This design comes from an exercise in tuning for small area, a short achievable clock period and few clock cycles per item on the open sky130 flow, not from production work. RTL that was checked went through simulation tests only; none was proved equivalent to the original. Function not checked in run 3: the RTL went through the layout flow alone. Power is estimated from default activity; no workload was simulated.

--- flow/run.sh ---
#!/bin/bash
# synth_recipe.tcl (not shown) runs the flow's synth.tcl, then flattens the netlist and writes it again
# the make line also repeats each setting of config.mk as NAME=value (left out here)
make -C /OpenROAD-flow-scripts/flow DESIGN_CONFIG=/design/flow/config.mk WORK_HOME=/design/flow/orfs CLKGATE_MAP_FILE= SYNTH_SCRIPT=/design/flow/synth_recipe.tcl finish
--- flow/config.mk ---
export PLATFORM = sky130hd
export DESIGN_NAME = shader_cache_entry_validator_unit
export DESIGN_NICKNAME = shader_cache_entry_validator_unit
export VERILOG_FILES = /design/flow/design.v
export SDC_FILE = /design/flow/constraint.sdc
export NUM_CORES = 4
export LEC_CHECK = 0
export CAP_MARGIN = 20
export CORE_MARGIN = 2
export CORE_UTILIZATION = 40
export SETUP_SLACK_MARGIN = 5
export SLEW_MARGIN = 20
--- flow/constraint.sdc ---
create_clock -name core_clock -period 10.0 [get_ports {clock}]
set_input_delay 2.0000 -clock core_clock [delete_from_list [all_inputs] [get_ports {clock}]]
set_output_delay 2.0000 -clock core_clock [all_outputs]
set_load 0.01 [all_outputs]
--- flow/design.v ---
package scev_pkg;
   localparam logic [31:0] HdrMagic   = 32'h3256_5053;
   localparam logic [31:0] SpvMagic   = 32'h0723_0203;
   localparam logic [63:0] FnvBasis   = 64'hCBF2_9CE4_8422_2325;
   localparam logic [31:0] MaxBytesReset = 32'd67108864;
   localparam logic [2:0] VerdictOk     = 3'd0;
   localparam logic [2:0] VerdictSize   = 3'd1;
   localparam logic [2:0] VerdictHeader = 3'd2;
   localparam logic [2:0] VerdictLength = 3'd3;
   localparam logic [2:0] VerdictHash   = 3'd4;
   localparam logic [2:0] VerdictPrefix = 3'd5;
   localparam logic [2:0] VerdictSpirv  = 3'd6;
   function automatic logic [63:0] fnv_step(input logic [63:0] hash, input logic [7:0] data);
      logic [63:0] x;
      begin
         x = hash ^ {56'd0, data};
         fnv_step = (x << 40) + (x << 8) + (x << 7) + (x << 5) + (x << 4) + (x << 1) + x;
      end
   endfunction
endpackage
module scev_fnv_hash (
   input  logic        clock,
   input  logic        step,       
   input  logic        payload,    
   input  logic [7:0]  data_byte,
   output logic [63:0] hash
);
   always_ff @(posedge clock) begin
      if (step) begin
         hash <= payload ? scev_pkg::fnv_step(hash, data_byte) : scev_pkg::FnvBasis;
      end
   end
endmodule
module scev_spirv_walk (
   input  logic       clock,
   input  logic       reset,
   input  logic       step,       
   input  logic       header,     
   input  logic       word,       
   input  logic [7:0] data_byte,
   output logic       bad         
);
   logic [1:0]  lane_ff;    
   logic [2:0]  widx_ff;    
   logic [15:0] skip_ff;    
   logic [7:0]  b2_ff;      
   logic        zero_ff;    
   logic        bad_ff;
   logic [15:0] len;
   logic [7:0]  magic_byte;
   logic        byte_zero;
   logic        bad_now;
   always_comb begin
      len        = {data_byte, b2_ff};
      byte_zero  = data_byte == 8'd0;
      magic_byte = scev_pkg::SpvMagic[8 * lane_ff +: 8];
      bad_now    = 1'b0;
      case (widx_ff)
         3'd0: bad_now = data_byte != magic_byte;
         3'd3: bad_now = lane_ff == 2'd3 && zero_ff && byte_zero;
         3'd4: bad_now = !byte_zero;
         3'd5: bad_now = lane_ff == 2'd3 && skip_ff == 16'd0 && len == 16'd0;
         default: ;
      endcase
   end
   always_ff @(posedge clock) begin
      if (reset) begin
         lane_ff <= '0;
         widx_ff <= '0;
         bad_ff  <= 1'b0;
      end else if (step && header) begin
         lane_ff <= '0;
         widx_ff <= '0;
         bad_ff  <= 1'b0;
      end else if (step && word) begin
         lane_ff <= lane_ff + 2'd1;
         if (bad_now) bad_ff <= 1'b1;
         if (lane_ff == 2'd3 && widx_ff != 3'd5) widx_ff <= widx_ff + 3'd1;
      end
   end
   always_ff @(posedge clock) begin
      if (step && word) begin
         zero_ff <= (lane_ff == 2'd0 || zero_ff) && byte_zero;
         if (lane_ff == 2'd2) b2_ff <= data_byte;
         if (lane_ff == 2'd3) begin
            if (widx_ff != 3'd5) skip_ff <= '0;
            else if (skip_ff == 16'd0) skip_ff <= len - 16'd1;
            else skip_ff <= skip_ff - 16'd1;
         end
      end
   end
   assign bad = bad_ff || widx_ff != 3'd5 || skip_ff != 16'd0;
endmodule
module shader_cache_entry_validator_unit (
   input  logic        clock,
   input  logic        reset,
   input  logic        req_tvalid,
   output logic        req_tready,
   input  logic [15:0] req_tdata,   
   input  logic        req_tlast,   
   output logic        rsp_tvalid,
   input  logic        rsp_tready,
   output logic [39:0] rsp_tdata,   
   input  logic        csr_valid,
   output logic        csr_ready,
   input  logic [1:0]  csr_index,
   input  logic [31:0] csr_data
);
   logic [31:0] stage_code_ff;
   logic [23:0] contract_len_ff;
   logic [23:0] source_len_ff;
   logic [31:0] max_bytes_ff;
   logic        in_valid_ff;
   logic [7:0]  in_file_ff;
   logic        in_differs_ff;   
   logic        in_last_ff;
   logic [1:0]  owed_ff;         
   logic        ready_ff;
   logic [31:0] pos_ff;          
   logic        payload_ff;      
   logic        words_ff;        
   logic        over_ff;         
   logic        header_bad_ff;
   logic [31:0] word_count_ff;
   logic [31:0] len_left_ff;     
   logic        len_high_ff;     
   logic        len_sum_ok_ff;   
   logic [63:0] hash_field_ff;
   logic        prefix_bad_ff;
   logic        vp_valid_ff;
   logic [2:0]  vp_code_ff;      
   logic        rsp_valid_ff;
   logic [2:0]  rsp_code_ff;
   logic [31:0] rejected_ff;
   logic        take, consume, last, header, prefix, word;
   logic [5:0]  hpos;
   logic [7:0]  expect_byte;
   logic        check_byte;
   logic [63:0] hash;
   logic        walk_bad;
   logic [25:0] prefix_end;
   logic        at_prefix_end;
   logic        at_max;
   logic [2:0]  pre_code;
   logic [2:0]  code;
   logic        load_rsp;
   logic [1:0]  owed_next;
   assign csr_ready  = 1'b1;
   assign req_tready = ready_ff;
   assign rsp_tvalid = rsp_valid_ff;
   assign rsp_tdata  = {5'd0, rejected_ff, rsp_code_ff};
   always_ff @(posedge clock) begin
      if (reset) begin
         stage_code_ff   <= '0;
         contract_len_ff <= '0;
         source_len_ff   <= '0;
         max_bytes_ff    <= scev_pkg::MaxBytesReset;
      end else if (csr_valid) begin
         case (csr_index)
            2'd0: stage_code_ff   <= csr_data;
            2'd1: contract_len_ff <= csr_data[23:0];
            2'd2: source_len_ff   <= csr_data[23:0];
            default: max_bytes_ff <= csr_data;
         endcase
      end
   end
   assign take = req_tvalid && ready_ff;
   always_ff @(posedge clock) begin
      in_valid_ff   <= take && !reset;
      in_file_ff    <= req_tdata[7:0];
      in_differs_ff <= req_tdata[7:0] != req_tdata[15:8];
      in_last_ff    <= req_tlast;
   end
   always_comb begin
      owed_next = owed_ff;
      if (take && req_tlast) owed_next = owed_next + 2'd1;
      if (rsp_valid_ff && rsp_tready) owed_next = owed_next - 2'd1;
   end
   always_ff @(posedge clock) begin
      if (reset) begin
         owed_ff  <= '0;
         ready_ff <= 1'b1;
      end else begin
         owed_ff  <= owed_next;
         ready_ff <= !owed_next[1];
      end
   end
   assign consume = in_valid_ff;
   assign last    = in_last_ff;
   assign header  = !payload_ff;
   assign prefix  = payload_ff && !words_ff;
   assign word    = words_ff;
   assign hpos    = pos_ff[5:0];
   assign prefix_end = {2'd0, contract_len_ff} + {2'd0, source_len_ff} + 26'd39;
   assign at_max  = pos_ff == max_bytes_ff;
   assign at_prefix_end = pos_ff == {6'd0, prefix_end};
   always_comb begin
      check_byte  = header && hpos < 6'd20;
      expect_byte = 8'd0;
      case (hpos[4:0])
         5'd0:  expect_byte = scev_pkg::HdrMagic[7:0];
         5'd1:  expect_byte = scev_pkg::HdrMagic[15:8];
         5'd2:  expect_byte = scev_pkg::HdrMagic[23:16];
         5'd3:  expect_byte = scev_pkg::HdrMagic[31:24];
         5'd4:  expect_byte = 8'd2;
         5'd8:  expect_byte = stage_code_ff[7:0];
         5'd9:  expect_byte = stage_code_ff[15:8];
         5'd10: expect_byte = stage_code_ff[23:16];
         5'd11: expect_byte = stage_code_ff[31:24];
         5'd12: expect_byte = contract_len_ff[7:0];
         5'd13: expect_byte = contract_len_ff[15:8];
         5'd14: expect_byte = contract_len_ff[23:16];
         5'd16: expect_byte = source_len_ff[7:0];
         5'd17: expect_byte = source_len_ff[15:8];
         5'd18: expect_byte = source_len_ff[23:16];
         default: expect_byte = 8'd0;
      endcase
   end
   always_ff @(posedge clock) begin
      if (reset) begin
         pos_ff        <= '0;
         payload_ff    <= 1'b0;
         words_ff      <= 1'b0;
         over_ff       <= 1'b0;
         header_bad_ff <= 1'b0;
         len_high_ff   <= 1'b0;
         len_sum_ok_ff <= 1'b0;
      end else if (consume) begin
         if (last) begin
            pos_ff        <= '0;
            payload_ff    <= 1'b0;
            words_ff      <= 1'b0;
            over_ff       <= 1'b0;
            header_bad_ff <= 1'b0;
            len_high_ff   <= 1'b0;
            len_sum_ok_ff <= 1'b0;
         end else begin
            pos_ff <= pos_ff + 32'd1;
            if (header && hpos == 6'd39) payload_ff <= 1'b1;
            if (at_max) over_ff <= 1'b1;
            if (check_byte && in_file_ff != expect_byte) header_bad_ff <= 1'b1;
            if (header && hpos[5:2] == 4'd7 && in_file_ff != 8'd0) len_high_ff <= 1'b1;
            if (at_prefix_end) begin
               words_ff <= 1'b1;
               if (len_left_ff == {word_count_ff[29:0], 1'b0, payload_ff} &&
                   word_count_ff[31:30] == 2'd0) len_sum_ok_ff <= 1'b1;
            end
         end
      end
   end
   always_ff @(posedge clock) begin
      if (consume) begin
         if (header) begin
            case (hpos)
               6'd20: word_count_ff[7:0]   <= in_file_ff;
               6'd21: word_count_ff[15:8]  <= in_file_ff;
               6'd22: word_count_ff[23:16] <= in_file_ff;
               6'd23: word_count_ff[31:24] <= in_file_ff;
               6'd24: len_left_ff[7:0]     <= in_file_ff;
               6'd25: len_left_ff[15:8]    <= in_file_ff;
               6'd26: len_left_ff[23:16]   <= in_file_ff;
               6'd27: len_left_ff[31:24]   <= in_file_ff;
               6'd32: hash_field_ff[7:0]   <= in_file_ff;
               6'd33: hash_field_ff[15:8]  <= in_file_ff;
               6'd34: hash_field_ff[23:16] <= in_file_ff;
               6'd35: hash_field_ff[31:24] <= in_file_ff;
               6'd36: hash_field_ff[39:32] <= in_file_ff;
               6'd37: hash_field_ff[47:40] <= in_file_ff;
               6'd38: hash_field_ff[55:48] <= in_file_ff;
               6'd39: hash_field_ff[63:56] <= in_file_ff;
               default: ;
            endcase
         end else begin
            len_left_ff <= len_left_ff - 32'd1;
         end
      end
   end
   always_ff @(posedge clock) begin
      if (reset) begin
         prefix_bad_ff <= 1'b0;
      end else if (consume) begin
         if (header) prefix_bad_ff <= 1'b0;
         else if (prefix && in_differs_ff) prefix_bad_ff <= 1'b1;
      end
   end
   scev_fnv_hash u_hash (
      .clock     (clock),
      .step      (consume),
      .payload   (payload_ff),
      .data_byte (in_file_ff),
      .hash      (hash)
   );
   scev_spirv_walk u_walk (
      .clock     (clock),
      .reset     (reset),
      .step      (consume),
      .header    (header),
      .word      (word),
      .data_byte (in_file_ff),
      .bad       (walk_bad)
   );
   always_comb begin
      if (over_ff || at_max || (header && hpos != 6'd39)) begin
         pre_code = scev_pkg::VerdictSize;
      end else if (header_bad_ff || (word_count_ff[31:3] == 29'd0 && word_count_ff[2:0] < 3'd5)) begin
         pre_code = scev_pkg::VerdictHeader;
      end else if (!(payload_ff && len_left_ff == 32'd1 && !len_high_ff && len_sum_ok_ff)) begin
         pre_code = scev_pkg::VerdictLength;
      end else begin
         pre_code = scev_pkg::VerdictOk;
      end
   end
   always_comb begin
      if (vp_code_ff != scev_pkg::VerdictOk) code = vp_code_ff;
      else if (hash != hash_field_ff) code = scev_pkg::VerdictHash;
      else if (prefix_bad_ff) code = scev_pkg::VerdictPrefix;
      else if (walk_bad) code = scev_pkg::VerdictSpirv;
      else code = scev_pkg::VerdictOk;
   end
   assign load_rsp = vp_valid_ff && !rsp_valid_ff;
   always_ff @(posedge clock) begin
      if (reset) begin
         vp_valid_ff  <= 1'b0;
         rsp_valid_ff <= 1'b0;
         rejected_ff  <= '0;
      end else begin
         if (consume && last) vp_valid_ff <= 1'b1;
         else if (load_rsp) vp_valid_ff <= 1'b0;
         if (load_rsp) begin
            rsp_valid_ff <= 1'b1;
            if (code != scev_pkg::VerdictOk && rejected_ff != 32'hFFFF_FFFF)
               rejected_ff <= rejected_ff + 32'd1;
         end else if (rsp_tready) begin
            rsp_valid_ff <= 1'b0;
         end
      end
   end
   always_ff @(posedge clock) begin
      if (consume && last) vp_code_ff <= pre_code;
      if (load_rsp) rsp_code_ff <= code;
   end
endmodule
==> flow_metrics.py, run 1 <==
metrics = {
    "sta": {
        "slew_viol_final": 0,
        "clock_skew_ns": 0.0417,
        "hold_viol_final": 0,
        "max_freq_mhz": 181,
        "worstMarginPinSlew_ns": 1.14,
        "post-route-period-util": 0.554,
        "rsz0062_at_grt": "yes",
        "setup_viol": 0,
        "fin_crit_ns": 5.54,
        "slew_headroom": 0.239,
        "setup_slack_ns": 4.46,
        "setup_tns_ns": 0,
    },
    "worst_setup_path": {
        "crit_path_start": "u_hash.hash[0]$_SDFFCE_PN1P_",
        "r2r-start": "u_hash.hash[0]$_SDFFCE_PN1P_",
        "cp_data_required_time_ns": 10.33,
        "crit_type": "flip-flop to flip-flop",
        "critical_path.endpoint": "u_hash.hash[41]$_SDFFCE_PN0P_",
        "worstSetupEndpointType": "flip-flop",
        "worst_r2r_endpoint": "u_hash.hash[41]$_SDFFCE_PN0P_",
        "cp_max_fo": 4,
        "reg2reg_depth": 24,
        "critPathLaunchType": "flip-flop",
        "reg2reg_slack_ns": 4.46,
        "critPathArrivalTime_ns": 5.87,
    },
    "power_and_ir_drop": {
        "peakVddDrop_mv": 0.144,
        "p_leak_nw": 15.0,
        "power_density_nw_per_um2": 196,
        "p_seq_frac": 0.255,
        "power.switching_mw": 2.79,
        "p_int_mw": 4.64,
        "p_sw_frac": 0.375,
        "clockPowerShare": 0.257,
        "p_comb_frac": 0.488,
    },
    "global_route": {
        "grt_pass1_wl_um": 145000,
        "first_global_vias": 24300,
        "antenna_found_initial": 0,
        "grt_use_total": 0.229,
        "grt_max_degree": 110,
        "grt_overflow": 0,
    },
    "final_layout": {
        "antenna_cells": 0,
        "fillers": 7206,
        "area_delta_synth_final_pct": 21.0,
        "fin_cells": 4594,
        "final_layout_size_suffix_gt1_frac": 0.143,
        "finalNetCount": 3983,
    },
    "synth": {
        "ys_types": 84,
        "syn_inst": 3312,
        "avgSynthCellArea_um2": 9.47,
        "async_flop_share": 0,
        "synth_edf_count": 222,
        "synth_flop_cell": "edfxtp_1",
        "ys_seq_elements": 427,
        "seq_area_frac_synth": 0.343,
        "ys_warn_count": 3,
        "netlist_area_um2": 31400,
    },
    "status": {
        "status": "complete, no violations",
    },
    "drt": {
        "vias_per_cell": 5.41,
        "drtAntennaViolNets": 0,
        "wl_um": 95000,
        "wire_per_inst_um": 20.7,
        "num_vias": 24900,
        "drc": 0,
        "drt-initial-drc-count": 2177,
        "firstDrtPassIters": 6,
    },
    "clocking": {
        "clock_sinks": 427,
        "tritoncts": "built",
        "clk_latency_ns": 0.61,
        "cts_inserted_buffers": 50,
        "clock_path_buffers": 3,
        "cts_root_buf": "clkbuf_16",
        "cts_max_level": 2,
        "clkTransAtPathRegs_ns": 0.06,
    },
    "placement": {
        "place_ws_ns": 3.83,
        "routabilityCongestion": 0.945,
        "dp_hpwl_um": 68600,
        "io_buffer_count": 92,
        "post-place-cells": 4329,
    },
    "floorplanning": {
        "start_util": 0.404,
        "ios": 99,
        "core.rowCount": 102,
        "die_y_um": 284,
        "core_area_um2": 77600,
        "die-area_um2": 80700,
        "die_w_um": 284,
    },
    "run": {
        "maxCapViolations": 0,
    },
    "min_path": {
        "hold_path_class": "flip-flop to flip-flop",
        "hp-start": "stage_code_ff[8]$_SDFFE_PP0P_",
    },
}
==> metal layers <==
metal  track usage  part of all wire  up-vias
met5             0                 0        -
met4        0.0742             0.038        0
met3        0.0297             0.059      182
met2         0.381              0.47      863
met1         0.309              0.43    12300
li1              -                 -    11500
==> worst min-delay path by stage <==
stage / end / slack [ns] / cells after the start
floorplan: header_bad_ff$_SDFFE_PP0P_ / 0.43 / 2
global placement: stage_code_ff[17]$_SDFFE_PP0P_ / 0.44 / 2
detailed placement: stage_code_ff[21]$_SDFFE_PP0P_ / 0.45 / 2
CTS: stage_code_ff[21]$_SDFFE_PP0P_ / 0.46 / 2
global route: stage_code_ff[17]$_SDFFE_PP0P_ / 0.47 / 2
finish: stage_code_ff[8]$_SDFFE_PP0P_ / 0.46 / 2
==> power by group through the flow <==
stage / Combinational [mW] / Clock (mW) / Sequential [mW]
3_5_place_dp: 2.54 / 0 / 1.95
3_3_place_gp: 2.56 / 0 / 1.95
2_1_floorplan: 1.92 / 0 / 1.93
4_1_cts: 3.18 / 1.94 / 1.90
6_report: 3.63 / 1.91 / 1.90
5_1_grt: 3.92 / 2.01 / 1.90
==> cell usage in the layout (no fill, tap or decap), types with 12 or more instances in the layout <==
cell type / synthesis / layout
ha_4: 0 / 42
a22oi_1: 13 / 13
nor2_1: 190 / 184
inv_1: 445 / 407
edfxtp_1: 222 / 222
o21a_1: 18 / 18
o21ai_0: 67 / 56
o21bai_1: 15 / 15
fa_1: 242 / 240
nor4_1: 59 / 55
and3_1: 35 / 31
xor2_1: 170 / 158
nand3_1: 61 / 59
nor2b_1: 16 / 16
buf_6: 1 / 34
xnor2_1: 176 / 168
buf_4: 6 / 145
nor3_1: 57 / 55
nand2_1: 346 / 343
clkbuf_16: 0 / 54
a21o_1: 45 / 43
a21oi_2: 0 / 17
a21oi_1: 262 / 242
and2_1: 48 / 48
o21ai_1: 13 / 12
nand4_1: 58 / 58
clkdlybuf4s50_1: 0 / 91
inv_4: 0 / 12
inv_2: 0 / 23
or3_1: 16 / 15
a221oi_1: 16 / 13
dfxtp_1: 205 / 195
nand2b_1: 25 / 23
ha_1: 173 / 120
==> cells in the mapped netlist, types with 45 or more instances <==
library cell,instances,area share
fa_1,242,0.15
xnor2_1,176,0.049
xor2_1,170,0.047
nand2_1,346,0.041
and2_1,48,0.0096
o21ai_0,67,0.011
edfxtp_1,222,0.21
clkbuf_1,117,0.014
inv_1,445,0.053
nor2_1,190,0.023
a21o_1,45,0.011
a21oi_1,262,0.042
nor3_1,57,0.0091
nor4_1,59,0.012
nand3_1,61,0.0097
dfxtp_1,205,0.13
ha_1,173,0.069
nand4_1,58,0.012
==> kinds of logic after synthesis <==
kind of cell	count (synthesis)	share of synthesized area
compound gates	567	0.112
fa+ha+maj	416	0.224
mux	13	0.00435
simple gates	965	0.149
buf+inv	576	0.0699
xor+xnor	346	0.0966
flops	427	0.343
other cells	2	0.000239
==> repair_timing <==
item	in CTS	in global routing
gates resized for setup	146	91
buffers inserted	122	49
pin swaps	83	51
setup endpoints to repair	45	43
hold buffers	0	0
==> cell type report <==
type | instances | area [um^2] | area share
clock buffers | 68 | 1460 | 0.0386
clock inverters | 26 | 263 | 0.00693
inverters | 445 | 1710 | 0.0452
multi-input cells | 2313 | 19900 | 0.525
flip-flops and latches | 427 | 10800 | 0.285
well taps | 1040 | 1300 | 0.0343
repair buffers | 275 | 2480 | 0.0654
==> worst max-delay path, stage by stage (launching register included) <==
cell and delay, ns:
edfxtp_1 0.47, xor2_4 0.20, buf_6 0.14, buf_6 0.12
fa_1 0.50, inv_1 0.05, fa_1 0.49, inv_2 0.05
ha_4 0.21, ha_4 0.26, ha_4 0.12, inv_2 0.04
fa_2 0.33, nand2b_4 0.17, a21o_4 0.25, a311o_1 0.39
nand4_1 0.12, buf_6 0.15, a211oi_4 0.07, o31a_1 0.31
o31ai_4 0.29, buf_4 0.17, a221o_1 0.17, a21oi_2 0.07
mux2i_1 0.11
==> sequential cells by signal, indices dropped and copies added, names as in the netlist, 8 cells and up <==
register / flops
max_bytes_ff: 32
rejected_ff: 32
len_left_ff: 32
u_hash.hash: 64
stage_code_ff: 32
u_walk.b2_ff: 8
u_walk.skip_ff: 16
in_file_ff: 8
word_count_ff: 32
hash_field_ff: 64
contract_len_ff: 24
pos_ff: 32
source_len_ff: 24
==> through the flow <==
step,hold slack [ns],power [mW],cell area [um^2],util
2_1_floorplan,0.426,3.85,31900,-
4_1_cts,0.457,7.02,37100,0.478
3_5_place_dp,0.449,4.50,33600,0.434
3_3_place_gp,0.444,4.51,33600,0.434
5_1_grt,0.469,7.82,37900,0.489
6_report,0.457,7.44,37900,0.489
Testbench counts, summed over its fixed seeds: cycles 74,921, bytes 74,896.
==> run 2: changes to the inputs <==
--- a/flow/config.mk
+++ b/flow/config.mk
@@ -8,5 +8,4 @@
 export CAP_MARGIN = 20
 export CORE_MARGIN = 2
 export CORE_UTILIZATION = 40
-export SETUP_SLACK_MARGIN = 5
 export SLEW_MARGIN = 20
==> flow_metrics.py, run 2 <==
metrics = {
    "drt": {
        "wire_per_inst_um": 20.6,
        "num_vias": 23800,
        "drt-initial-drc-count": 2057,
        "wl_um": 91500,
        "vias_per_cell": 5.37,
        "firstDrtPassIters": 6,
        "drtAntennaViolNets": 0,
        "drc": 0,
    },
    "sta": {
        "setup_slack_ns": 3.27,
        "clock_skew_ns": 0.0598,
        "worstMarginPinSlew_ns": 1.12,
        "max_freq_mhz": 149,
        "fin_crit_ns": 6.73,
        "slew_viol_final": 0,
        "setup_tns_ns": 0,
        "setup_viol": 0,
        "hold_viol_final": 0,
        "slew_headroom": 0.249,
        "holdWs_ns": 0.451,
        "post-route-period-util": 0.673,
        "rsz0062_at_grt": "no",
    },
    "placement": {
        "post-place-cells": 4343,
        "io_buffer_count": 92,
        "dp_hpwl_um": 70300,
        "place_ws_ns": 3.36,
        "routabilityCongestion": 0.952,
    },
    "global_route": {
        "grt.busiest_layer": "met2",
        "antenna_found_initial": 0,
        "grtUsageMet2": 0.352,
        "grt_pass1_wl_um": 141000,
        "grt_max_degree": 92,
        "first_global_vias": 23200,
        "grt_use_total": 0.225,
        "grtUsageMet1": 0.315,
        "grt.met3_usage": 0.0355,
        "grt_overflow": 0,
    },
    "worst_setup_path": {
        "cp_max_fo": 19,
        "reg2reg_depth": 20,
        "r2r-start": "in_file_ff[4]$_DFF_P_",
        "cp_data_required_time_ns": 10.28,
        "worstSetupEndpointType": "flip-flop",
        "crit_type": "flip-flop to flip-flop",
        "crit_path_start": "in_file_ff[4]$_DFF_P_",
        "critPathArrivalTime_ns": 7.01,
        "critPathLaunchType": "flip-flop",
    },
    "power_and_ir_drop": {
        "power_density_nw_per_um2": 175,
        "p_leak_nw": 14.0,
        "design_power_total_mw": 6.11,
        "peakVddDrop_mv": 0.123,
    },
    "clocking": {
        "cts_setup_buffers": 0,
        "clk_latency_ns": 0.62,
        "clock_path_buffers": 3,
        "cts_max_level": 2,
        "cts_resized": 0,
        "clkTransAtPathRegs_ns": 0.06,
        "hold_buffers": 0,
        "tritoncts": "built",
        "cts_inserted_buffers": 48,
        "clock_sinks": 427,
        "cts_root_buf": "clkbuf_16",
    },
    "synth": {
        "synth_flop_cell": "edfxtp_1",
        "ys_seq_elements": 427,
        "synth_most_common_cell": "inv_1",
        "synth_top_area_frac": 0.213,
        "synth_top_cell_by_area": "edfxtp_1",
        "async_flop_share": 0,
        "ys_types": 84,
        "seq_area_frac_synth": 0.343,
        "synth_common_cells": "inv_1 (445), nand2_1 (346), a21oi_1 (262)",
        "avgSynthCellArea_um2": 9.47,
        "ys_warn_count": 3,
        "netlist_area_um2": 31400,
        "synthTopCellsByArea": "edfxtp_1 (21%), fa_1 (15%), dfxtp_1 (13%)",
        "syn_inst": 3312,
        "synth_edf_count": 222,
    },
    "floorplanning": {
        "core.rowCount": 102,
        "die-area_um2": 80700,
        "core_area_um2": 77600,
        "die_y_um": 284,
        "start_util": 0.404,
        "ios": 99,
        "die_w_um": 284,
    },
    "min_path": {
        "hold_depth": 2,
        "hp-start": "ready_ff$_SDFF_PP1_",
        "hold_path_class": "flip-flop to flip-flop",
    },
    "final_layout": {
        "final_layout_size_suffix_gt1_frac": 0.0392,
        "finalNetCount": 3825,
        "layout_commonest_cell": "inv_1",
        "fin_cells": 4434,
        "area_delta_synth_final_pct": 11.2,
        "reg_top3": "hash_field_ff x64, u_hash.hash x64",
        "antenna_cells": 0,
        "mostFrequentLayoutCells": "inv_1 (445), nand2_1 (346), a21oi_1 (262), fa_1 (242), edfxtp_1 (222)",
    },
    "run": {
        "maxCapViolations": 0,
    },
    "status": {
        "status": "complete, no violations",
    },
}
==> run 2: cell types whose count changed in the layout (fill, tap and decap cells not counted), moves of 17 or more <==
cell,change
ha_4,-42
ha_1,+53
buf_6,-34
inv_1,+38
inv_2,-23
buf_4,-118
a21oi_2,-17
a21oi_1,+20
==> run 2: kinds of logic after synthesis <==
group                    synth area share
multiplexers                      0.00435
buffers and inverters              0.0699
flip-flops                          0.343
adder cells (fa/ha/maj)             0.224
AND/OR/NAND/NOR                     0.149
AO/OA/AOI/OAI                       0.112
XOR/XNOR                           0.0966
other                            0.000239
==> run 2: metrics by stage <==
stage                util  area (um^2)
finish              0.449        34900
global route        0.449        34900
CTS                 0.449        34900
detailed placement  0.429        33300
global placement    0.429        33300
floorplan               -        31400
==> run 2: critical path: stages, from the launching register on <==
cell	delay, ns
dfxtp_1	0.31
buf_4	0.26
xor2_1	0.77
xor2_1	0.15
ha_1	0.36
fa_1	0.53
inv_1	0.05
fa_1	0.52
inv_1	0.04
ha_1	0.29
ha_1	0.39
a21oi_1	0.26
o21ai_1	0.12
and3_1	0.20
a211oi_1	0.82
o21ai_0	0.47
a21o_1	0.30
a21oi_1	0.24
o21ai_1	0.12
xnor2_1	0.13
nand2_1	0.06
==> run 2: worst paths after layout <==
| check | endpoint | slack [ns] |
|---|---|---|
| max | u_hash.hash[34]$_SDFFCE_PN1P_ | 3.27 |
| min | in_valid_ff$_DFF_P_ | 0.45 |
| max reg2reg | u_hash.hash[34]$_SDFFCE_PN1P_ | 3.27 |
| min reg2reg | in_valid_ff$_DFF_P_ | 0.45 |
==> run 2: cell type report <==
| type | instances | area (um^2) |
|---|---|---|
| Timing Repair Buffer | 119 | 1120 |
| Clock inverter | 27 | 267 |
| Inverter | 445 | 1670 |
| Clock buffer | 63 | 1320 |
| Multi-Input combinational cell | 2313 | 18400 |
| Sequential cell | 427 | 10800 |
| Tap cell | 1040 | 1300 |
| Fill cell | 7665 | 42700 |
==> run 2: metal layers <==
metal	vias up	part of all wire
met5	-	0
met2	829	0.45
met4	0	0.037
met1	11600	0.45
met3	152	0.066
li1	11200	-
==> run 2: report_power, final <==
| group | total (mW) | switching (mW) | internal (mW) |
|---|---|---|---|
| registers | 1.90 | 0.0338 | 1.86 |
| clock network | 1.80 | 0.780 | 1.02 |
| logic | 2.41 | 1.47 | 0.937 |
| total | 6.11 | 2.29 | 3.82 |
==> run 3: changes to the inputs <==
--- a/flow/design.v
+++ b/flow/design.v
@@ -14,7 +14,7 @@
       logic [63:0] x;
       begin
          x = hash ^ {56'd0, data};
-         fnv_step = (x << 40) + (x << 8) + (x << 7) + (x << 5) + (x << 4) + (x << 1) + x;
+         fnv_step = (x << 40) + (x << 9) - (x << 6) - (x << 4) + (x << 1) + x;
       end
    endfunction
 endpackage
@@ -25,9 +25,623 @@
    input  logic [7:0]  data_byte,
    output logic [63:0] hash
 );
+   logic [63:0] x, xn, row0, row1, next;
+   logic t1;
+   logic t2;
+   logic t3;
+   logic t4;
+   logic t5;
+   logic t6;
+   logic t7;
+   logic t8;
+   logic t9;
+   logic t10;
+   logic t11;
+   logic t12;
+   logic t13;
+   logic t14;
+   logic t15;
+   logic t16;
+   logic t17;
+   logic t18;
+   logic t19;
+   logic t20;
+   logic t21;
+   logic t22;
+   logic t23;
+   logic t24;
+   logic t25;
+   logic t26;
+   logic t27;
+   logic t28;
+   logic t29;
+   logic t30;
+   logic t31;
+   logic t32;
+   logic t33;
+   logic t34;
+   logic t35;
+   logic t36;
+   logic t37;
+   logic t38;
+   logic t39;
+   logic t40;
+   logic t41;
+   logic t42;
+   logic t43;
+   logic t44;
+   logic t45;
+   logic t46;
+   logic t47;
+   logic t48;
+   logic t49;
+   logic t50;
+   logic t51;
+   logic t52;
+   logic t53;
+   logic t54;
+   logic t55;
+   logic t56;
+   logic t57;
+   logic t58;
+   logic t59;
+   logic t60;
+   logic t61;
+   logic t62;
+   logic t63;
+   logic t64;
+   logic t65;
+   logic t66;
+   logic t67;
+   logic t68;
+   logic t69;
+   logic t70;
+   logic t71;
+   logic t72;
+   logic t73;
+   logic t74;
+   logic t75;
+   logic t76;
+   logic t77;
+   logic t78;
+   logic t79;
+   logic t80;
+   logic t81;
+   logic t82;
+   logic t83;
+   logic t84;
+   logic t85;
+   logic t86;
+   logic t87;
+   logic t88;
+   logic t89;
+   logic t90;
+   logic t91;
+   logic t92;
+   logic t93;
+   logic t94;
+   logic t95;
+   logic t96;
+   logic t97;
+   logic t98;
+   logic t99;
+   logic t100;
+   logic t101;
+   logic t102;
+   logic t103;
+   logic t104;
+   logic t105;
+   logic t106;
+   logic t107;
+   logic t108;
+   logic t109;
+   logic t110;
+   logic t111;
+   logic t112;
+   logic t113;
+   logic t114;
+   logic t115;
+   logic t116;
+   logic t117;
+   logic t118;
+   logic t119;
+   logic t120;
+   logic t121;
+   logic t122;
+   logic t123;
+   logic t124;
+   logic t125;
+   logic t126;
+   logic t127;
+   logic t128;
+   logic t129;
+   logic t130;
+   logic t131;
+   logic t132;
+   logic t133;
+   logic t134;
+   logic t135;
+   logic t136;
+   logic t137;
+   logic t138;
+   logic t139;
+   logic t140;
+   logic t141;
+   logic t142;
+   logic t143;
+   logic t144;
+   logic t145;
+   logic t146;
+   logic t147;
+   logic t148;
+   logic t149;
+   logic t150;
+   logic t151;
+   logic t152;
+   logic t153;
+   logic t154;
+   logic t155;
+   logic t156;
+   logic t157;
+   logic t158;
+   logic t159;
+   logic t160;
+   logic t161;
+   logic t162;
+   logic t163;
+   logic t164;
+   logic t165;
+   logic t166;
+   logic t167;
+   logic t168;
+   logic t169;
+   logic t170;
+   logic t171;
+   logic t172;
+   logic t173;
+   logic t174;
+   logic t175;
+   logic t176;
+   logic t177;
+   logic t178;
+   logic t179;
+   logic t180;
+   logic t181;
+   logic t182;
+   logic t183;
+   logic t184;
+   logic t185;
+   logic t186;
+   logic t187;
+   logic t188;
+   logic t189;
+   logic t190;
+   logic t191;
+   logic t192;
+   logic t193;
+   logic t194;
+   logic t195;
+   logic t196;
+   logic t197;
+   logic t198;
+   logic t199;
+   logic t200;
+   logic t201;
+   logic t202;
+   logic t203;
+   logic t204;
+   logic t205;
+   logic t206;
+   logic t207;
+   logic t208;
+   logic t209;
+   logic t210;
+   logic t211;
+   logic t212;
+   logic t213;
+   logic t214;
+   logic t215;
+   logic t216;
+   logic t217;
+   logic t218;
+   logic t219;
+   logic t220;
+   logic t221;
+   logic t222;
+   logic t223;
+   logic t224;
+   logic t225;
+   logic t226;
+   logic t227;
+   logic t228;
+   logic t229;
+   logic t230;
+   logic t231;
+   logic t232;
+   logic t233;
+   logic t234;
+   logic t235;
+   logic t236;
+   logic t237;
+   logic t238;
+   logic t239;
+   logic t240;
+   logic t241;
+   logic t242;
+   logic t243;
+   logic t244;
+   logic t245;
+   logic t246;
+   logic t247;
+   logic t248;
+   logic t249;
+   logic t250;
+   logic t251;
+   logic t252;
+   logic t253;
+   logic t254;
+   logic t255;
+   logic t256;
+   logic t257;
+   logic t258;
+   logic t259;
+   logic t260;
+   logic t261;
+   logic t262;
+   logic t263;
+   logic t264;
+   logic t265;
+   logic t266;
+   logic t267;
+   logic t268;
+   logic t269;
+   logic t270;
+   logic t271;
+   logic t272;
+   logic t273;
+   logic t274;
+   logic t275;
+   logic t276;
+   logic t277;
+   logic t278;
+   logic t279;
+   logic t280;
+   logic t281;
+   logic t282;
+   logic t283;
+   logic t284;
+   logic t285;
+   logic t286;
+   logic t287;
+   logic t288;
+   logic t289;
+   logic t290;
+   logic t291;
+   logic t292;
+   logic t293;
+   logic t294;
+   logic t295;
+   logic t296;
+   logic t297;
+   logic t298;
+   logic t299;
+   logic t300;
+   logic t301;
+   logic t302;
+   logic t303;
+   logic t304;
+   logic t305;
+   logic t306;
+   logic t307;
+   logic t308;
+   logic t309;
+   logic t310;
+   logic t311;
+   logic t312;
+   logic t313;
+   logic t314;
+   logic t315;
+   logic t316;
+   logic t317;
+   logic t318;
+   logic t319;
+   logic t320;
+   logic t321;
+   logic t322;
+   logic t323;
+   logic t324;
+   logic t325;
+   logic t326;
+   logic t327;
+   logic t328;
+   logic t329;
+   logic t330;
+   logic t331;
+   logic t332;
+   logic t333;
+   logic t334;
+   logic t335;
+   logic t336;
+   logic t337;
+   logic t338;
+   logic t339;
+   logic t340;
+   logic t341;
+   logic t342;
+   logic t343;
+   logic t344;
+   logic t345;
+   logic t346;
+   logic t347;
+   logic t348;
+   logic t349;
+   logic t350;
+   logic t351;
+   logic t352;
+   logic t353;
+   logic t354;
+   logic t355;
+   logic t356;
+   logic t357;
+   logic t358;
+   logic t359;
+   logic t360;
+   logic t361;
+   logic t362;
+   logic t363;
+   logic t364;
+   logic t365;
+   logic t366;
+   logic t367;
+   logic t368;
+   logic t369;
+   logic t370;
+   logic t371;
+   logic t372;
+   logic t373;
+   logic t374;
+   logic t375;
+   logic t376;
+   logic t377;
+   logic t378;
+   logic t379;
+   logic t380;
+   logic t381;
+   logic t382;
+   logic t383;
+   logic t384;
+   logic t385;
+   logic t386;
+   logic t387;
+   logic t388;
+   logic t389;
+   logic t390;
+   logic t391;
+   logic t392;
+   logic t393;
+   logic t394;
+   logic t395;
+   logic t396;
+   logic t397;
+   logic t398;
+   logic t399;
+   logic t400;
+   logic t401;
+   logic t402;
+   logic t403;
+   logic t404;
+   assign x  = hash ^ {56'd0, data_byte};
+   assign xn = ~x;
+   assign {t2, t1} = xn[0] + xn[2];
+   assign {t4, t3} = xn[1] + xn[3];
+   assign {t6, t5} = xn[2] + xn[4];
+   assign {t8, t7} = x[0] + xn[3] + xn[5];
+   assign {t10, t9} = x[1] + xn[4] + xn[6];
+   assign {t12, t11} = x[2] + xn[5] + xn[7];
+   assign {t14, t13} = x[3] + xn[6] + xn[8];
+   assign {t16, t15} = x[4] + xn[7] + xn[9];
+   assign {t18, t17} = x[5] + xn[8] + xn[10];
+   assign {t20, t19} = x[6] + xn[9] + xn[11];
+   assign {t22, t21} = x[7] + xn[10] + xn[12];
+   assign {t24, t23} = x[8] + xn[11] + xn[13];
+   assign {t26, t25} = x[9] + xn[12] + xn[14];
+   assign {t28, t27} = x[10] + xn[13] + xn[15];
+   assign {t30, t29} = x[11] + xn[14] + xn[16];
+   assign {t32, t31} = x[12] + xn[15] + xn[17];
+   assign {t34, t33} = x[13] + xn[16] + xn[18];
+   assign {t36, t35} = x[14] + xn[17] + xn[19];
+   assign {t38, t37} = x[15] + xn[18] + xn[20];
+   assign {t40, t39} = x[16] + xn[19] + xn[21];
+   assign {t42, t41} = x[17] + xn[20] + xn[22];
+   assign {t44, t43} = x[18] + xn[21] + xn[23];
+   assign {t46, t45} = x[19] + xn[22] + xn[24];
+   assign {t48, t47} = x[20] + xn[23] + xn[25];
+   assign {t50, t49} = x[21] + xn[24] + xn[26];
+   assign {t52, t51} = x[22] + xn[25] + xn[27];
+   assign {t54, t53} = x[23] + xn[26] + xn[28];
+   assign {t56, t55} = x[24] + xn[27] + xn[29];
+   assign {t58, t57} = x[25] + xn[28] + xn[30];
+   assign {t60, t59} = x[26] + xn[29] + xn[31];
+   assign {t62, t61} = x[27] + xn[30] + xn[32];
+   assign {t64, t63} = x[28] + xn[31] + xn[33];
+   assign {t66, t65} = x[29] + xn[32] + xn[34];
+   assign {t68, t67} = x[30] + xn[33] + xn[35];
+   assign {t70, t69} = x[0] + x[31] + xn[34];
+   assign {t72, t71} = xn[36] + x[39];
+   assign {t74, t73} = x[1] + x[32] + xn[35];
+   assign {t76, t75} = xn[37] + x[40] + x[41];
+   assign {t78, t77} = x[2] + x[33] + xn[36];
+   assign {t80, t79} = xn[38] + x[41] + x[42];
+   assign {t82, t81} = x[3] + x[34] + xn[37];
+   assign {t84, t83} = xn[39] + x[42] + x[43];
+   assign {t86, t85} = x[4] + x[35] + xn[38];
+   assign {t88, t87} = xn[40] + x[43] + x[44];
+   assign {t90, t89} = x[5] + x[36] + xn[39];
+   assign {t92, t91} = xn[41] + x[44] + x[45];
+   assign {t94, t93} = x[6] + x[37] + xn[40];
+   assign {t96, t95} = xn[42] + x[45] + x[46];
+   assign {t98, t97} = x[7] + x[38] + xn[41];
+   assign {t100, t99} = xn[43] + x[46] + x[47];
+   assign {t102, t101} = x[8] + x[39] + xn[42];
+   assign {t104, t103} = xn[44] + x[47] + x[48];
+   assign {t106, t105} = x[9] + x[40] + xn[43];
+   assign {t108, t107} = xn[45] + x[48] + x[49];
+   assign {t110, t109} = x[10] + x[41] + xn[44];
+   assign {t112, t111} = xn[46] + x[49] + x[50];
+   assign {t114, t113} = x[11] + x[42] + xn[45];
+   assign {t116, t115} = xn[47] + x[50] + x[51];
+   assign {t118, t117} = x[12] + x[43] + xn[46];
+   assign {t120, t119} = xn[48] + x[51] + x[52];
+   assign {t122, t121} = x[13] + x[44] + xn[47];
+   assign {t124, t123} = xn[49] + x[52] + x[53];
+   assign {t126, t125} = x[14] + x[45] + xn[48];
+   assign {t128, t127} = xn[50] + x[53] + x[54];
+   assign {t130, t129} = x[15] + x[46] + xn[49];
+   assign {t132, t131} = xn[51] + x[54] + x[55];
+   assign {t134, t133} = x[16] + x[47] + xn[50];
+   assign {t136, t135} = xn[52] + x[55] + x[56];
+   assign {t138, t137} = x[17] + x[48] + xn[51];
+   assign {t140, t139} = xn[53] + x[56] + x[57];
+   assign {t142, t141} = x[18] + x[49] + xn[52];
+   assign {t144, t143} = xn[54] + x[57] + x[58];
+   assign {t146, t145} = x[19] + x[50] + xn[53];
+   assign {t148, t147} = xn[55] + x[58] + x[59];
+   assign {t150, t149} = x[20] + x[51] + xn[54];
+   assign {t152, t151} = xn[56] + x[59] + x[60];
+   assign {t154, t153} = x[21] + x[52] + xn[55];
+   assign {t156, t155} = xn[57] + x[60] + x[61];
+   assign {t158, t157} = x[22] + x[53] + xn[56];
+   assign {t160, t159} = xn[58] + x[61] + x[62];
+   assign {t162, t161} = x[23] + x[54] + xn[57];
+   assign {t164, t163} = xn[59] + x[62] + x[63];
+   assign {t166, t165} = xn[0] + x[3];
+   assign {t168, t167} = xn[1] + x[4];
+   assign t169 = ~(x[5] ^ x[6]);
+   assign t170 = x[5] | x[6];
+   assign {t172, t171} = x[6] + x[7] + t3;
+   assign {t174, t173} = x[7] + x[8] + t5;
+   assign {t176, t175} = x[8] + x[9] + t7;
+   assign {t178, t177} = x[9] + x[10] + t9;
+   assign {t180, t179} = x[10] + x[11] + t11;
+   assign {t182, t181} = x[11] + x[12] + t13;
+   assign {t184, t183} = x[12] + x[13] + t15;
+   assign {t186, t185} = x[13] + x[14] + t17;
+   assign {t188, t187} = x[14] + x[15] + t19;
+   assign {t190, t189} = x[15] + x[16] + t21;
+   assign {t192, t191} = x[16] + x[17] + t23;
+   assign {t194, t193} = x[17] + x[18] + t25;
+   assign {t196, t195} = x[18] + x[19] + t27;
+   assign {t198, t197} = x[19] + x[20] + t29;
+   assign {t200, t199} = x[20] + x[21] + t31;
+   assign {t202, t201} = x[21] + x[22] + t33;
+   assign {t204, t203} = x[22] + x[23] + t35;
+   assign {t206, t205} = x[23] + x[24] + t37;
+   assign {t208, t207} = x[24] + x[25] + t39;
+   assign {t210, t209} = x[25] + x[26] + t41;
+   assign {t212, t211} = x[26] + x[27] + t43;
+   assign {t214, t213} = x[27] + x[28] + t45;
+   assign {t216, t215} = x[28] + x[29] + t47;
+   assign {t218, t217} = x[29] + x[30] + t49;
+   assign {t220, t219} = x[30] + x[31] + t51;
+   assign {t222, t221} = x[31] + x[32] + t53;
+   assign {t224, t223} = x[32] + x[33] + t55;
+   assign {t226, t225} = x[33] + x[34] + t57;
+   assign {t228, t227} = x[34] + x[35] + t59;
+   assign {t230, t229} = x[35] + x[36] + t61;
+   assign {t232, t231} = x[36] + x[37] + t63;
+   assign {t234, t233} = x[37] + x[38] + t65;
+   assign {t236, t235} = x[38] + x[39] + t67;
+   assign {t238, t237} = x[40] + t69 + t71;
+   assign {t240, t239} = t73 + t75 + t70;
+   assign {t242, t241} = t77 + t79 + t74;
+   assign {t244, t243} = t81 + t83 + t78;
+   assign {t246, t245} = t85 + t87 + t82;
+   assign {t248, t247} = t89 + t91 + t86;
+   assign {t250, t249} = t93 + t95 + t90;
+   assign {t252, t251} = t97 + t99 + t94;
+   assign {t254, t253} = t101 + t103 + t98;
+   assign {t256, t255} = t105 + t107 + t102;
+   assign {t258, t257} = t109 + t111 + t106;
+   assign {t260, t259} = t113 + t115 + t110;
+   assign {t262, t261} = t117 + t119 + t114;
+   assign {t264, t263} = t121 + t123 + t118;
+   assign {t266, t265} = t125 + t127 + t122;
+   assign {t268, t267} = t129 + t131 + t126;
+   assign {t270, t269} = t133 + t135 + t130;
+   assign {t272, t271} = t137 + t139 + t134;
+   assign {t274, t273} = t141 + t143 + t138;
+   assign {t276, t275} = t145 + t147 + t142;
+   assign {t278, t277} = t149 + t151 + t146;
+   assign {t280, t279} = t153 + t155 + t150;
+   assign {t282, t281} = t157 + t159 + t154;
+   assign {t284, t283} = t161 + t163 + t158;
+   assign t285 = ~x[4];
+   assign t286 = x[4];
+   assign {t288, t287} = x[5] + t167 + t166;
+   assign {t290, t289} = t1 + t169 + t168;
+   assign {t292, t291} = t2 + t171 + t170;
+   assign {t294, t293} = t4 + t173 + t172;
+   assign {t296, t295} = t6 + t175 + t174;
+   assign {t298, t297} = t8 + t177 + t176;
+   assign {t300, t299} = t10 + t179 + t178;
+   assign {t302, t301} = t12 + t181 + t180;
+   assign {t304, t303} = t14 + t183 + t182;
+   assign {t306, t305} = t16 + t185 + t184;
+   assign {t308, t307} = t18 + t187 + t186;
+   assign {t310, t309} = t20 + t189 + t188;
+   assign {t312, t311} = t22 + t191 + t190;
+   assign {t314, t313} = t24 + t193 + t192;
+   assign {t316, t315} = t26 + t195 + t194;
+   assign {t318, t317} = t28 + t197 + t196;
+   assign {t320, t319} = t30 + t199 + t198;
+   assign {t322, t321} = t32 + t201 + t200;
+   assign {t324, t323} = t34 + t203 + t202;
+   assign {t326, t325} = t36 + t205 + t204;
+   assign {t328, t327} = t38 + t207 + t206;
+   assign {t330, t329} = t40 + t209 + t208;
+   assign {t332, t331} = t42 + t211 + t210;
+   assign {t334, t333} = t44 + t213 + t212;
+   assign {t336, t335} = t46 + t215 + t214;
+   assign {t338, t337} = t48 + t217 + t216;
+   assign {t340, t339} = t50 + t219 + t218;
+   assign {t342, t341} = t52 + t221 + t220;
+   assign {t344, t343} = t54 + t223 + t222;
+   assign {t346, t345} = t56 + t225 + t224;
+   assign {t348, t347} = t58 + t227 + t226;
+   assign {t350, t349} = t60 + t229 + t228;
+   assign {t352, t351} = t62 + t231 + t230;
+   assign {t354, t353} = t64 + t233 + t232;
+   assign {t356, t355} = t66 + t235 + t234;
+   assign {t358, t357} = t68 + t237 + t236;
+   assign {t360, t359} = t72 + t239 + t238;
+   assign {t362, t361} = t76 + t241 + t240;
+   assign {t364, t363} = t80 + t243 + t242;
+   assign {t366, t365} = t84 + t245 + t244;
+   assign {t368, t367} = t88 + t247 + t246;
+   assign {t370, t369} = t92 + t249 + t248;
+   assign {t372, t371} = t96 + t251 + t250;
+   assign {t374, t373} = t100 + t253 + t252;
+   assign {t376, t375} = t104 + t255 + t254;
+   assign {t378, t377} = t108 + t257 + t256;
+   assign {t380, t379} = t112 + t259 + t258;
+   assign {t382, t381} = t116 + t261 + t260;
+   assign {t384, t383} = t120 + t263 + t262;
+   assign {t386, t385} = t124 + t265 + t264;
+   assign {t388, t387} = t128 + t267 + t266;
+   assign {t390, t389} = t132 + t269 + t268;
+   assign {t392, t391} = t136 + t271 + t270;
+   assign {t394, t393} = t140 + t273 + t272;
+   assign {t396, t395} = t144 + t275 + t274;
+   assign {t398, t397} = t148 + t277 + t276;
+   assign {t400, t399} = t152 + t279 + t278;
+   assign {t402, t401} = t156 + t281 + t280;
+   assign {t404, t403} = t160 + t283 + t282;
+   assign row0 = {t403, t401, t399, t397, t395, t393, t391, t389, t387, t385, t383, t381, t379, t377, t375, t373, t371, t369, t367, t365, t363, t361, t359, t357, t355, t353, t351, t349, t347, t345, t343, t341, t339, t337, t335, t333, t331, t329, t327, t325, t323, t321, t319, t317, t315, t313, t311, t309, t307, t305, t303, t301, t299, t297, t295, t293, t291, t289, t287, t165, x[2], x[1], x[0], x[0]};
+   assign row1 = {t402, t400, t398, t396, t394, t392, t390, t388, t386, t384, t382, t380, t378, t376, t374, t372, t370, t368, t366, t364, t362, t360, t358, t356, t354, t352, t350, t348, t346, t344, t342, t340, t338, t336, t334, t332, t330, t328, t326, t324, t322, t320, t318, t316, t314, t312, t310, t308, t306, t304, t302, t300, t298, t296, t294, t292, t290, t288, t286, t285, x[3], x[2], x[1], 1'b0};
+   assign next = row0 + row1;
    always_ff @(posedge clock) begin
       if (step) begin
-         hash <= payload ? scev_pkg::fnv_step(hash, data_byte) : scev_pkg::FnvBasis;
+         hash <= payload ? next : scev_pkg::FnvBasis;
       end
    end
 endmodule
--- a/flow/config.mk
+++ b/flow/config.mk
@@ -8,4 +8,5 @@
 export CAP_MARGIN = 20
 export CORE_MARGIN = 2
 export CORE_UTILIZATION = 40
+export SETUP_SLACK_MARGIN = 5
 export SLEW_MARGIN = 20
==> flow_metrics.py, run 3 <==
metrics = {
    "synth": {
        "synth_flop_cell": "edfxtp_1",
        "synth_common_cells": "nand2_1 (384), a21oi_1 (284), inv_1 (274)",
        "ys_types": 89,
        "seq_area_frac_synth": 0.364,
        "synth_most_common_cell": "nand2_1",
        "netlist_area_um2": 29600,
        "synthTopCellsByArea": "edfxtp_1 (23%), dfxtp_1 (14%), fa_1 (13%)",
        "syn_inst": 3145,
        "synth_edf_count": 222,
        "avgSynthCellArea_um2": 9.42,
        "ys_seq_elements": 427,
        "ys_warn_count": 3,
        "async_flop_share": 0,
        "synth_top_cell_by_area": "edfxtp_1",
        "synth_top_area_frac": 0.225,
    },
    "worst_setup_path": {
        "crit_top_cell": "fa_1",
        "crit_type": "flip-flop to flip-flop",
        "cp_data_required_time_ns": 10.39,
        "cp_cell_sequence": "xor2_4, inv_2, fa_1, fa_1, fa_1, inv_2, ha_4, buf_4, nand4_1, o21bai_2, a2111oi_4, o21ai_2, a31o_4, a2111oi_4, o31ai_4, a31oi_1, mux2_2",
        "r2r-start": "u_hash.hash[1]$_SDFFCE_PN0P_",
        "crit_path_start": "u_hash.hash[1]$_SDFFCE_PN0P_",
        "cpMaxStageDelayCell": "fa_1",
        "critical_path.endpoint": "u_hash.hash[57]$_SDFFCE_PN1P_",
        "reg2reg_slack_ns": 4.90,
        "worst_r2r_endpoint": "u_hash.hash[57]$_SDFFCE_PN1P_",
        "reg2reg_depth": 17,
        "cp_max_fo": 5,
        "critPathArrivalTime_ns": 5.49,
        "critPathLaunchType": "flip-flop",
        "worstSetupEndpointType": "flip-flop",
        "slowest_delay_ns": 0.57,
    },
    "sta": {
        "worstMarginPinSlew_ns": 1.13,
        "slew_viol_final": 0,
        "setup_tns_ns": 0,
        "hold_viol_final": 0,
        "fin_crit_ns": 5.10,
        "setup_viol": 0,
        "max_freq_mhz": 196,
        "setup_slack_ns": 4.90,
        "post-route-period-util": 0.510,
        "slew_headroom": 0.245,
        "clock_skew_ns": 0.0641,
        "rsz0062_at_grt": "yes",
    },
    "min_path": {
        "hold_path_class": "flip-flop to flip-flop",
    },
    "global_route": {
        "grt_overflow": 0,
        "antenna_found_initial": 0,
        "grt_max_degree": 65,
        "grt_pass1_wl_um": 141000,
        "first_global_vias": 23000,
        "grt_use_total": 0.236,
    },
    "status": {
        "status": "complete, no violations",
    },
    "placement": {
        "io_buffer_count": 92,
        "place_ws_ns": 3.87,
        "routabilityCongestion": 0.937,
        "placed_cell_area_um2": 31500,
        "dp_hpwl_um": 68300,
    },
    "final_layout": {
        "final_layout_size_suffix_gt1_frac": 0.105,
        "reg_top3": "hash_field_ff x64, u_hash.hash x64",
        "antenna_cells": 0,
        "layout_commonest_cell": "nand2_1",
        "mostFrequentLayoutCells": "nand2_1 (384), a21oi_1 (279), inv_1 (254), edfxtp_1 (222), nor2_1 (215)",
        "post-route-util": 0.476,
        "fillers": 6932,
        "finalNetCount": 3685,
        "final_cell_area_um2": 34800,
        "area_delta_synth_final_pct": 17.5,
    },
    "drt": {
        "drt-initial-drc-count": 2304,
        "drtAntennaViolNets": 0,
        "vias_per_cell": 5.54,
        "drc": 0,
        "wl_um": 92500,
        "num_vias": 23900,
        "wire_per_inst_um": 21.5,
        "firstDrtPassIters": 8,
    },
    "clocking": {
        "cts_root_buf": "clkbuf_16",
        "cts_max_level": 2,
        "clkTransAtPathRegs_ns": 0.06,
        "clock_sinks": 427,
        "clk_latency_ns": 0.64,
        "clock_path_buffers": 3,
        "cts_inserted_buffers": 50,
        "tritoncts": "built",
    },
    "power_and_ir_drop": {
        "peakVddDrop_mv": 0.140,
        "p_leak_nw": 13.3,
        "design_power_total_mw": 6.35,
        "power_density_nw_per_um2": 183,
    },
    "floorplanning": {
        "start_util": 0.405,
        "ios": 99,
        "die_y_um": 276,
        "die-area_um2": 76200,
        "core.rowCount": 99,
        "core_area_um2": 73100,
        "die_w_um": 276,
    },
    "run": {
        "maxCapViolations": 0,
    },
}
## run 3: changes by cell type after synthesis, sizes merged, moves of 23 or more
cell   delta
ha       -38
a21oi    +23
fa       -55
and2     -24
nand2    +38
inv     -169
nor2     +25
## run 3: final cells by class
type | instances | area (um^2) | area share
flip-flops and latches | 427 | 10800 | 0.310
repair buffers | 236 | 2130 | 0.0611
multi-input cells | 2313 | 17800 | 0.511
clock buffers | 67 | 1400 | 0.0402
well taps | 959 | 1200 | 0.0345
clock inverters | 27 | 383 | 0.0110
inverters | 279 | 1110 | 0.0319
## run 3: stage by stage
stage          cells  hold WS, ns
3_5_place_dp    4095        0.433
5_1_grt         4308        0.456
2_1_floorplan   3149        0.425
6_report        4308        0.439
3_3_place_gp    4094        0.427
4_1_cts         4239        0.441
## run 3: power breakdown
group | internal [mW] | leakage [nW] | switching, mW
registers | 1.87 | 3.60 | 0.0434
clock network | 1.18 | 0.868 | 0.811
logic | 1.02 | 8.81 | 1.44
total | 4.06 | 13.3 | 2.29
## run 3: worst min-delay path by stage
stage	to	cells past startpoint	start	slack [ns]
after floorplan	header_bad_ff$_SDFFE_PP0P_	2	header_bad_ff$_SDFFE_PP0P_	0.43
after global placement	in_valid_ff$_DFF_P_	2	ready_ff$_SDFF_PP1_	0.43
after detailed placement	in_valid_ff$_DFF_P_	2	ready_ff$_SDFF_PP1_	0.43
after CTS	in_valid_ff$_DFF_P_	2	ready_ff$_SDFF_PP1_	0.44
after global routing	in_valid_ff$_DFF_P_	2	ready_ff$_SDFF_PP1_	0.46
final	in_valid_ff$_DFF_P_	2	ready_ff$_SDFF_PP1_	0.44
## run 3: repair_timing
| item | 4_1_cts | 5_1_grt |
|---|---|---|
| gates cloned | 0 | 2 |
| buffers inserted | 50 | 67 |
| gates resized for setup | 66 | 46 |
| hold buffers | 0 | 0 |
| endpoints found under the setup margin | 40 | 29 |
| pin swaps | 26 | 31 |
## run 3: worst max-delay path, delay by kind of cell, from the launching register on
family	cells	cell delay [ns]
compound gates	7	1.64
xor+xnor	1	0.21
fa+ha+maj	4	1.74
buf+inv	3	0.28
flops	1	0.48
mux	1	0.35
simple gates	1	0.16
## run 3: cells by family (layout without fill, tap and decap cells)
family          Yosys count  in the layout  share of synthesized area
flops                   427            427                      0.364
fa+ha+maj               323            323                      0.184
xor+xnor                333            333                     0.0990
buf+inv                 409            609                     0.0529
mux                      19             19                    0.00706
simple gates           1018           1018                      0.163
other cells               2              6                   0.000254
compound gates          614            614                      0.130
## run 3: per-layer routing
layer	part of all wire	wire length [um]	up-vias	track usage
met2	0.47	43100	958	0.388
met3	0.079	7310	161	0.0405
li1	-	-	11200	-
met4	0.028	2600	0	0.0633
met5	0	0	-	0
met1	0.43	39600	11600	0.323

[static timing again, ports no longer ideal]
Ports are ideal in the flow. The routed layouts listed here were re-timed in OpenROAD. Step 1 sets driving cells, clkbuf_16 on the clock port and buf_2 on the other inputs (assumed; they add their load-dependent delay and slew). Step 2 moves the port delays by t, midway between the first and last clock arrival at a register: inputs arrive t later, outputs are due t later. That takes back most of the time a late clock gives input paths. Slacks: ideal / step 1 / step 2; pairs: ideal / step 1.
run	shift t [ns]	setup WS [ns]	hold slack, ns	latest minus earliest clock arrival (ns)	pins driven straight from the clock port
run 1	0.653	4.460 / 4.460 / 4.460	0.457 / 0.457 / 0.457	0.044 / 0.043	1
run 2	0.652	3.275 / 3.275 / 3.275	0.451 / 0.451 / 0.451	0.064 / 0.064	1
run 3	0.664	4.898 / 4.898 / 4.898	0.439 / 0.439 / 0.439	0.069 / 0.069	1
After both steps every run listed still meets setup and hold.
